This is an optimization exercise on Yosys and OpenROAD, whose aim is small area and a short achievable clock period, not a production implementation. Function was checked by simulation only, so behaviour that the tests miss may differ from the original. Power figures rest on the tool's default switching activity, not on a simulated workload.

== alpha ==
Design pmp_top, start of the top module:
module pmp_top (
   input  logic                 clk,
   input  logic                 reset,
   input  logic                 awvalid,
   input  logic [13:0]          awaddr,
   output logic                 awready,
   input  logic                 wvalid,
   input  logic [31:0]          wdata,
   input  logic [3:0]           wstrb,
   output logic                 wready,
   output logic                 bvalid,
   output logic [1:0]           bresp,
   input  logic                 bready,
   input  logic                 arvalid,
   input  logic [13:0]          araddr,
   output logic                 arready,
   output logic                 rvalid,
   output logic [31:0]          rdata,
   output logic [1:0]           rresp,
   input  logic                 rready,
   input  logic                 check_valid,
   input  logic [32:0]          check_req,
   output logic                 resp_valid,
   output logic [5:0]           resp
);
Size: about 4,200 cells after synthesis, ~670 flip-flops, about 36,000 sq um of cells after synthesis.
export LEC_CHECK = 0
export CAP_MARGIN = 20
export CORE_MARGIN = 2
export CORE_UTILIZATION = 60
export CTS_CLUSTER_DIAMETER = 150
export CTS_CLUSTER_SIZE = 24
export SETUP_SLACK_MARGIN = 3.2
export SLEW_MARGIN = 20
export SYNTH_HIERARCHICAL = 1
create_clock -name core_clock -period 7.0 [get_ports {clk}]
standard.sh (not shown) runs the stock make flow with config.mk's settings and CLKGATE_MAP_FILE= SYNTH_SCRIPT=/design/flow/synth_recipe.tcl, a recipe that flattens the netlist after the stock synthesis.
==> flow/flow/run.sh <==
#!/bin/bash
# Standard layout, with the slow stacked complex cells kept out of the
# netlist: flow/dont_use.txt lists the platform's own don't-use cells plus
# those.
set -e
cp standard.sh standard_sh.txt
bash standard.sh DONT_USE_CELLS="$(tr '\n' ' ' < flow/dont_use.txt)" finish > standard.log 2>&1
==> flow/flow/dont_use.txt <==
sky130_fd_sc_hd__probe_p_8
sky130_fd_sc_hd__probec_p_8
sky130_fd_sc_hd__lpflow_bleeder_1
sky130_fd_sc_hd__lpflow_clkbufkapwr_1
sky130_fd_sc_hd__lpflow_clkbufkapwr_16
sky130_fd_sc_hd__lpflow_clkbufkapwr_2
sky130_fd_sc_hd__lpflow_clkbufkapwr_4
sky130_fd_sc_hd__lpflow_clkbufkapwr_8
sky130_fd_sc_hd__lpflow_clkinvkapwr_1
sky130_fd_sc_hd__lpflow_clkinvkapwr_16
sky130_fd_sc_hd__lpflow_clkinvkapwr_2
sky130_fd_sc_hd__lpflow_clkinvkapwr_4
sky130_fd_sc_hd__lpflow_clkinvkapwr_8
sky130_fd_sc_hd__lpflow_decapkapwr_12
sky130_fd_sc_hd__lpflow_decapkapwr_3
sky130_fd_sc_hd__lpflow_decapkapwr_4
sky130_fd_sc_hd__lpflow_decapkapwr_6
sky130_fd_sc_hd__lpflow_decapkapwr_8
sky130_fd_sc_hd__lpflow_inputiso0n_1
sky130_fd_sc_hd__lpflow_inputiso0p_1
sky130_fd_sc_hd__lpflow_inputiso1n_1
sky130_fd_sc_hd__lpflow_inputiso1p_1
sky130_fd_sc_hd__lpflow_inputisolatch_1
sky130_fd_sc_hd__lpflow_isobufsrc_1
sky130_fd_sc_hd__lpflow_isobufsrc_16
sky130_fd_sc_hd__lpflow_isobufsrc_2
sky130_fd_sc_hd__lpflow_isobufsrc_4
sky130_fd_sc_hd__lpflow_isobufsrc_8
sky130_fd_sc_hd__lpflow_isobufsrckapwr_16
sky130_fd_sc_hd__lpflow_lsbuf_lh_hl_isowell_tap_1
sky130_fd_sc_hd__lpflow_lsbuf_lh_hl_isowell_tap_2
sky130_fd_sc_hd__lpflow_lsbuf_lh_hl_isowell_tap_4
sky130_fd_sc_hd__lpflow_lsbuf_lh_isowell_4
sky130_fd_sc_hd__lpflow_lsbuf_lh_isowell_tap_1
sky130_fd_sc_hd__lpflow_lsbuf_lh_isowell_tap_2
sky130_fd_sc_hd__lpflow_lsbuf_lh_isowell_tap_4
sky130_fd_sc_hd__a2111o_1
sky130_fd_sc_hd__a2111o_2
sky130_fd_sc_hd__a2111o_4
sky130_fd_sc_hd__a2111oi_0
sky130_fd_sc_hd__a2111oi_1
sky130_fd_sc_hd__a2111oi_2
sky130_fd_sc_hd__a2111oi_4
sky130_fd_sc_hd__a221oi_1
sky130_fd_sc_hd__a221oi_2
sky130_fd_sc_hd__a221oi_4
sky130_fd_sc_hd__a222oi_1
sky130_fd_sc_hd__a311oi_1
sky130_fd_sc_hd__a311oi_2
sky130_fd_sc_hd__a311oi_4
sky130_fd_sc_hd__a32oi_1
sky130_fd_sc_hd__a32oi_2
sky130_fd_sc_hd__a32oi_4
sky130_fd_sc_hd__a41oi_1
sky130_fd_sc_hd__a41oi_2
sky130_fd_sc_hd__a41oi_4
sky130_fd_sc_hd__nor4b_1
sky130_fd_sc_hd__nor4b_2
sky130_fd_sc_hd__nor4b_4
sky130_fd_sc_hd__nor4bb_1
sky130_fd_sc_hd__nor4bb_2
sky130_fd_sc_hd__nor4bb_4
sky130_fd_sc_hd__o2111a_1
sky130_fd_sc_hd__o2111a_2
sky130_fd_sc_hd__o2111a_4
sky130_fd_sc_hd__o2111ai_1
sky130_fd_sc_hd__o2111ai_2
sky130_fd_sc_hd__o2111ai_4
sky130_fd_sc_hd__o221ai_1
sky130_fd_sc_hd__o221ai_2
sky130_fd_sc_hd__o221ai_4
sky130_fd_sc_hd__o311ai_0
sky130_fd_sc_hd__o311ai_1
sky130_fd_sc_hd__o311ai_2
sky130_fd_sc_hd__o311ai_4
sky130_fd_sc_hd__o32ai_1
sky130_fd_sc_hd__o32ai_2
sky130_fd_sc_hd__o32ai_4
sky130_fd_sc_hd__o41ai_1
sky130_fd_sc_hd__o41ai_2
sky130_fd_sc_hd__o41ai_4
sky130_fd_sc_hd__or3_1
sky130_fd_sc_hd__or3_2
sky130_fd_sc_hd__or3_4
sky130_fd_sc_hd__or3b_1
sky130_fd_sc_hd__or3b_2
sky130_fd_sc_hd__or3b_4
sky130_fd_sc_hd__or4_1
sky130_fd_sc_hd__or4_2
sky130_fd_sc_hd__or4_4
sky130_fd_sc_hd__or4b_1
sky130_fd_sc_hd__or4b_2
sky130_fd_sc_hd__or4b_4
sky130_fd_sc_hd__or4bb_1
sky130_fd_sc_hd__or4bb_2
sky130_fd_sc_hd__or4bb_4
sky130_fd_sc_hd__a21bo_1
sky130_fd_sc_hd__a21bo_2
sky130_fd_sc_hd__a21bo_4
sky130_fd_sc_hd__a221o_1
sky130_fd_sc_hd__a221o_2
sky130_fd_sc_hd__a221o_4
sky130_fd_sc_hd__a2bb2o_1
sky130_fd_sc_hd__a2bb2o_2
sky130_fd_sc_hd__a2bb2o_4
sky130_fd_sc_hd__a311o_1
sky130_fd_sc_hd__a311o_2
sky130_fd_sc_hd__a311o_4
sky130_fd_sc_hd__a31o_1
sky130_fd_sc_hd__a31o_2
sky130_fd_sc_hd__a31o_4
sky130_fd_sc_hd__a32o_1
sky130_fd_sc_hd__a32o_2
sky130_fd_sc_hd__a32o_4
sky130_fd_sc_hd__a41o_1
sky130_fd_sc_hd__a41o_2
sky130_fd_sc_hd__a41o_4
sky130_fd_sc_hd__and4_1
sky130_fd_sc_hd__and4_2
sky130_fd_sc_hd__and4_4
sky130_fd_sc_hd__and4b_1
sky130_fd_sc_hd__and4b_2
sky130_fd_sc_hd__and4b_4
sky130_fd_sc_hd__and4bb_1
sky130_fd_sc_hd__and4bb_2
sky130_fd_sc_hd__and4bb_4
sky130_fd_sc_hd__nand4b_1
sky130_fd_sc_hd__nand4b_2
sky130_fd_sc_hd__nand4b_4
sky130_fd_sc_hd__nand4bb_1
sky130_fd_sc_hd__nand4bb_2
sky130_fd_sc_hd__nand4bb_4
sky130_fd_sc_hd__nor4_1
sky130_fd_sc_hd__nor4_2
sky130_fd_sc_hd__nor4_4
sky130_fd_sc_hd__o21ba_1
sky130_fd_sc_hd__o21ba_2
sky130_fd_sc_hd__o21ba_4
sky130_fd_sc_hd__o221a_1
sky130_fd_sc_hd__o221a_2
sky130_fd_sc_hd__o221a_4
sky130_fd_sc_hd__o2bb2a_1
sky130_fd_sc_hd__o2bb2a_2
sky130_fd_sc_hd__o2bb2a_4
sky130_fd_sc_hd__o311a_1
sky130_fd_sc_hd__o311a_2
sky130_fd_sc_hd__o311a_4
sky130_fd_sc_hd__o31a_1
sky130_fd_sc_hd__o31a_2
sky130_fd_sc_hd__o31a_4
sky130_fd_sc_hd__o32a_1
sky130_fd_sc_hd__o32a_2
sky130_fd_sc_hd__o32a_4
sky130_fd_sc_hd__o41a_1
sky130_fd_sc_hd__o41a_2
sky130_fd_sc_hd__o41a_4
sky130_fd_sc_hd__or2b_1
sky130_fd_sc_hd__or2b_2
sky130_fd_sc_hd__or2b_4
What beta does differently from alpha at the input level:
-- flow/flow/dont_use.txt --
<<< alpha, line 97
sky130_fd_sc_hd__a21bo_1
sky130_fd_sc_hd__a21bo_2
sky130_fd_sc_hd__a21bo_4
sky130_fd_sc_hd__a221o_1
sky130_fd_sc_hd__a221o_2
sky130_fd_sc_hd__a221o_4
sky130_fd_sc_hd__a2bb2o_1
sky130_fd_sc_hd__a2bb2o_2
sky130_fd_sc_hd__a2bb2o_4
sky130_fd_sc_hd__a311o_1
sky130_fd_sc_hd__a311o_2
sky130_fd_sc_hd__a311o_4
sky130_fd_sc_hd__a31o_1
sky130_fd_sc_hd__a31o_2
sky130_fd_sc_hd__a31o_4
sky130_fd_sc_hd__a32o_1
sky130_fd_sc_hd__a32o_2
sky130_fd_sc_hd__a32o_4
sky130_fd_sc_hd__a41o_1
sky130_fd_sc_hd__a41o_2
sky130_fd_sc_hd__a41o_4
sky130_fd_sc_hd__and4_1
sky130_fd_sc_hd__and4_2
sky130_fd_sc_hd__and4_4
sky130_fd_sc_hd__and4b_1
sky130_fd_sc_hd__and4b_2
sky130_fd_sc_hd__and4b_4
sky130_fd_sc_hd__and4bb_1
sky130_fd_sc_hd__and4bb_2
sky130_fd_sc_hd__and4bb_4
sky130_fd_sc_hd__nand4b_1
sky130_fd_sc_hd__nand4b_2
sky130_fd_sc_hd__nand4b_4
sky130_fd_sc_hd__nand4bb_1
sky130_fd_sc_hd__nand4bb_2
sky130_fd_sc_hd__nand4bb_4
sky130_fd_sc_hd__nor4_1
sky130_fd_sc_hd__nor4_2
sky130_fd_sc_hd__nor4_4
sky130_fd_sc_hd__o21ba_1
sky130_fd_sc_hd__o21ba_2
sky130_fd_sc_hd__o21ba_4
sky130_fd_sc_hd__o221a_1
sky130_fd_sc_hd__o221a_2
sky130_fd_sc_hd__o221a_4
sky130_fd_sc_hd__o2bb2a_1
sky130_fd_sc_hd__o2bb2a_2
sky130_fd_sc_hd__o2bb2a_4
sky130_fd_sc_hd__o311a_1
sky130_fd_sc_hd__o311a_2
sky130_fd_sc_hd__o311a_4
sky130_fd_sc_hd__o31a_1
sky130_fd_sc_hd__o31a_2
sky130_fd_sc_hd__o31a_4
sky130_fd_sc_hd__o32a_1
sky130_fd_sc_hd__o32a_2
sky130_fd_sc_hd__o32a_4
sky130_fd_sc_hd__o41a_1
sky130_fd_sc_hd__o41a_2
sky130_fd_sc_hd__o41a_4
sky130_fd_sc_hd__or2b_1
sky130_fd_sc_hd__or2b_2
sky130_fd_sc_hd__or2b_4
>>> beta, line 97
Results
- Total negative slack for setup checks: beta vs alpha identical
- When beta is set beside alpha, its combinational power share turns out to be 1.5 points smaller.
- beta closes out successfully: all stages finished, all timing, DRC and antenna checks passed.
- Taking alpha as the reference, in beta area overhead of the layout relative to synthesis went down; clock network power consumption closely matched the old numbers; final standard cell utilization of the core decreased by 3.0 points relative to the old numbers.
- Between alpha and beta, worst hold slack across all endpoints increased.
### beta -> gamma
- a change of SETUP_SLACK_MARGIN from 3.2 to 3.4
[summary]
- Compared to beta, gamma shows a wider setup margin.
- | design area | gamma vs beta | about 6% higher |
- gamma — non-clock buffer count 118 higher, beta as reference
- beta ended up with fewer cell instances than gamma did.
- Via count: lower on beta
- Per the comparison of gamma with beta, total power +2.9%, layout overhead on the synthesized area rose by 6.4 points.
- Type of the worst setup path: flip-flop to primary output -> gamma, input pin to flip-flop -> beta
- Of beta and gamma, the lower amount of wire on met3 after detailed routing belongs to beta.

========
pmp_top again, from the RTL that the note above started with.
make LEC_CHECK=0 CAP_MARGIN=20 CORE_MARGIN=2 CORE_UTILIZATION=60 CTS_CLUSTER_DIAMETER=150 CTS_CLUSTER_SIZE=24 SETUP_SLACK_MARGIN=3.2 SLEW_MARGIN=20 SYNTH_HIERARCHICAL=1 finish   # period 7.0 ns
run.sh (not shown) runs the stock make flow with config.mk's settings and CLKGATE_MAP_FILE= SYNTH_SCRIPT=/design/flow/synth_recipe.tcl, a recipe that flattens the netlist after the stock synthesis.
Stock flow here: none of the scripts above is used.
Edit:
CTS_CLUSTER_DIAMETER = not set   (was 150)
CTS_CLUSTER_SIZE = not set   (was 24)
SETUP_SLACK_MARGIN = 3.8   (was 3.2)
Outcome:
- The changed run finished with timing, DRC and antenna clean
- wire length goes up by 4.5%
- synthesized area does not change
- design area goes up by 5.7%
- count of clock-buffer cells in the layout goes up by 66
- power goes up by 28%
- flip-flop and latch count stays the same
- utilization goes up by 4.0 points
- setup slack got worse by 0.22 ns
- hold slack got worse by 0.0071 ns
- first-iteration DRC count goes up by 16%
- cell count goes up by 2.7%
Edit:
CTS_CLUSTER_DIAMETER = 150   (was not set)
CTS_CLUSTER_SIZE = 24   (was not set)
SETUP_SLACK_MARGIN = 2.6   (was 3.8)
Worst hold slack is about the same.
Global-route usage goes down by 4.6 points.
Clock-buffer cell count came out lower by 66.
Core utilization went down by 6.8 points.
Power went down by a quarter to a third.
Cell area falls by roughly a tenth.
Cell count drops by a few percent.
Wire length is lower by roughly a tenth.
Via count came out lower by a few percent.
Maximum frequency falls by a few percent.
Setup slack degrades by 0.12 ns.

========
Starting RTL as in the previous note.
Settings: LEC_CHECK=0, CAP_MARGIN=20, CORE_MARGIN=2, CORE_UTILIZATION=60, CTS_CLUSTER_DIAMETER=150, CTS_CLUSTER_SIZE=24, SETUP_SLACK_MARGIN=3.0, SLEW_MARGIN=20, SYNTH_HIERARCHICAL=1; clock period 7.0 ns.
standard.sh (not shown) runs the stock make flow with config.mk's settings and CLKGATE_MAP_FILE= SYNTH_SCRIPT=/design/flow/synth_recipe.tcl, a recipe that flattens the netlist after the stock synthesis.
Scripts as last shown in full above: flow/flow/run.sh
Other scripts of this flow, unchanged in this note and not shown: flow/flow/dont_use.txt
The starting point finished with timing, DRC and antenna clean.
Edit:
- SETUP_SLACK_MARGIN: 3.0 -> 3.8
Via count increases by 5.9%.
Core utilization went up by 5.9 points.
Clock skew climbs by 0.012 ns.
Design area rose by 8.9%.
Synthesized cell count does not change.
Total power came out higher by 3.8%.
Die area does not change.
Combinational power increases by 33%.
Worst setup slack is better by 0.26 ns.

## what the ideal ports hide
The flow's constraints put no driver on any port. The routed layouts listed below were extracted and timed again, unchanged, in two steps. Step 1, drivers: a clkbuf_16 drives clk and a buf_2 each remaining input, both assumed. Step 2 also shifts input and output timing later by t, the mid clock arrival at the registers, as if the neighbouring blocks saw the same clock. Slacks: ideal / step 1 / step 2; pairs: ideal / step 1.
run | shift t [ns] | slack for setup (ns) | latest minus earliest clock arrival (ns) | worst data-port slew with drivers (ns)
alpha | 0.706 | 3.145 / 3.048 / 2.342 | 0.030 / 0.031 | 0.30
beta | 0.702 | 3.208 / 3.175 / 2.513 | 0.020 / 0.021 | 0.06
gamma | 0.708 | 3.262 / 3.137 / 2.429 | 0.029 / 0.029 | 0.36
the first run of note 2 | 0.706 | 3.001 / 2.874 / 2.168 | 0.017 / 0.017 | 0.30
the second run of note 2 | 0.688 | 2.778 / 2.702 / 2.015 | 0.037 / 0.037 | 0.28
the third run of note 2 | 0.710 | 2.657 / 2.635 / 1.988 | 0.022 / 0.022 | 0.07
the first run of note 3 | 0.696 | 3.045 / 2.978 / 2.442 | 0.020 / 0.020 | 0.06
the second run of note 3 | 0.724 | 3.302 / 3.148 / 2.424 | 0.031 / 0.031 | 0.39
After both steps every run listed still meets setup and hold. For the second run of note 3, which loses most, drivers alone change the setup slack by -0.154 ns; drivers and shift together by -0.878 ns.
